Context: an optimization exercise on an open-source flow, tuned for a short achievable clock period and few clock cycles. The choices shown serve that exercise and are no tape-out recipe.
Only simulation tests tie the RTL to the original design; equivalence was not proved.
Power is estimated from default activity; no workload was simulated.

## north
## core_top
module core_top (
	input  logic        clk,
	input  logic        rst_n,
	output logic        imem_req_valid,
	output logic [31:0] imem_addr,
	input  logic        imem_rsp_valid,
	input  logic [31:0] imem_rsp_inst,
	output logic        dmem_req_valid,
	output logic        dmem_wen,
	output logic [31:0] dmem_addr,
	output logic [31:0] dmem_wdata,
	input  logic        dmem_req_ready,
	input  logic        dmem_rsp_valid,
	input  logic [31:0] dmem_rsp_rdata,
	output logic        dmem_rsp_ready
);
	logic        ireq;
	logic [29:0] pc;
	logic [29:0] pc1;	 
	logic        qv0, qv1;
	logic [31:0] q0, q1;
	logic        resp;
	logic        pop;
	assign resp = ireq & imem_rsp_valid;
	logic qv1_n;
	assign qv1_n = ~pop & (qv1 | (qv0 & resp));
	always_ff @(posedge clk or negedge rst_n) begin
		if (!rst_n) begin
			ireq <= 1'b0;
			pc   <= '0;
			pc1  <= 30'd1;
			qv0  <= 1'b0;
			qv1  <= 1'b0;
		end else begin
			if (resp) begin
				pc  <= pc1;
				pc1 <= pc1 + 30'd1;
			end
			qv0  <= pop ? (qv1 | resp) : (qv0 | resp);
			qv1  <= qv1_n;
			ireq <= ~qv1_n;
		end
	end
	always_ff @(posedge clk) begin
		if (pop | (resp & ~qv0))
			q0 <= qv1 ? q1 : imem_rsp_inst;
		if (~pop & resp & qv0)
			q1 <= imem_rsp_inst;
	end
	assign imem_req_valid = ireq;
	assign imem_addr      = {pc, 2'b00};
	logic [6:0]  n_opc;
	logic [2:0]  n_f3;
	logic        n_lui, n_opi, n_op, n_lw, n_sw, n_alu, n_mem, n_ar;
	logic [31:0] n_imm;
	assign n_opc = q0[6:0];
	assign n_f3  = q0[14:12];
	assign n_lui = (n_opc == 7'b0110111);
	assign n_opi = (n_opc == 7'b0010011);
	assign n_op  = (n_opc == 7'b0110011);
	assign n_lw  = (n_opc == 7'b0000011) & (n_f3 == 3'b010);
	assign n_sw  = (n_opc == 7'b0100011) & (n_f3 == 3'b010);
	assign n_alu = n_lui | n_opi | n_op;
	assign n_mem = n_lw | n_sw;
	assign n_ar  = n_opi | n_op;
	always_comb begin
		if (n_lui)
			n_imm = {q0[31:12], 12'b0};
		else if (n_sw)
			n_imm = {{20{q0[31]}}, q0[31:25], q0[11:7]};
		else
			n_imm = {{20{q0[31]}}, q0[31:20]};
	end
	logic        dv;
	logic        d_load;
  ...
==> flow/config.mk <==
export PLATFORM = sky130hd
export DESIGN_NAME = core_top
export DESIGN_NICKNAME = core_top
export VERILOG_FILES = /design/flow/design.v
export SDC_FILE = /design/flow/constraint.sdc
export NUM_CORES = 4
export LEC_CHECK = 0
export ABC_CLOCK_PERIOD_IN_PS = 3000
export CAP_MARGIN = 20
export CORE_MARGIN = 2
export CORE_UTILIZATION = 30
export PLACE_DENSITY = 0.45
export SETUP_SLACK_MARGIN = 5
export SLEW_MARGIN = 20
export SYNTH_HIERARCHICAL = 1
export SYNTH_MINIMUM_KEEP_SIZE = 0
==> flow/constraint.sdc <==
create_clock -name core_clock -period 8.5 [get_ports {clk}]
set_input_delay 1.7000 -clock core_clock [delete_from_list [all_inputs] [get_ports {clk}]]
set_output_delay 1.7000 -clock core_clock [all_outputs]
set_load 0.01 [all_outputs]
standard.sh (not shown) runs the stock make flow with config.mk's settings and CLKGATE_MAP_FILE= SYNTH_SCRIPT=/design/flow/synth_recipe.tcl, a recipe that flattens the netlist after the stock synthesis.
==> flow/flow/run.sh <==
#!/bin/bash
set -euo pipefail
export BUFFER_PORTS_ARGS="-buffer_cell sky130_fd_sc_hd__buf_4"
sed -e 's/SETUP_SLACK_MARGIN=[-0-9.]*/SETUP_SLACK_MARGIN=5.3/' standard.sh > flow/standard_tuned.sh
bash flow/standard_tuned.sh > orfs_make.log 2>&1
Testbench counts of north, summed over its fixed seeds: cycles 30,021.
Relative to north, the following input files were edited for south:
- CORE_UTILIZATION: 30 -> 25
- PLACE_DENSITY: 0.45 -> 0.4
==> flow/run.sh (new file) <==
#!/bin/bash
# synth_recipe.tcl (not shown) runs the flow's synth.tcl, then flattens the netlist and writes it again
# the make line also repeats each setting of config.mk as NAME=value (left out here)
make -C /OpenROAD-flow-scripts/flow DESIGN_CONFIG=/design/flow/config.mk WORK_HOME=/design/flow/orfs CLKGATE_MAP_FILE= SYNTH_SCRIPT=/design/flow/synth_recipe.tcl finish
removed: flow/flow/run.sh
removed: flow/standard.sh
Results
- south: flow completed, timing, DRC and antenna clean
- north → south: total power has decreased; via count of the first global-routing pass did not really move; routed via count dropped 1.6%.
- The core of south is less densely filled than that of north.
- Between north and south, number of standard cells in the layout, taps in and fillers out increased.

==> what the ideal ports hide <==
In the flow no input, the clock included, has a driving cell. The finished layouts below were timed again as built, in two steps. Step 1 (the two cells are an assumption about what drives the block):
set clk [get_ports {clk}]
set_driving_cell -lib_cell sky130_fd_sc_hd__clkbuf_16 $clk
set_driving_cell -lib_cell sky130_fd_sc_hd__buf_2 [delete_from_list [all_inputs] $clk]
Step 2 adds t to the input delays and takes it off the output delays; t is the mean of the earliest and latest rising clock arrival at the registers after step 1. Input paths then give back, and output paths get back, about the clock's delay inside the block. a / b / c = ideal / step 1 / step 2; a / b = the first two.
run	t (ns)	slack for setup (ns)	latest minus earliest clock arrival (ns)	cell pins on the clock port's net
north	1.026	5.155 / 5.107 / 4.533	0.050 / 0.049	1
south	1.048	4.836 / 4.836 / 4.126	0.088 / 0.088	1
After both steps every run listed still meets setup and hold. The setup slack of south, which loses most, moves by 0.000 ns with the drivers and by -0.710 ns with both steps. The worst setup slack also covers recovery checks on asynchronous resets.
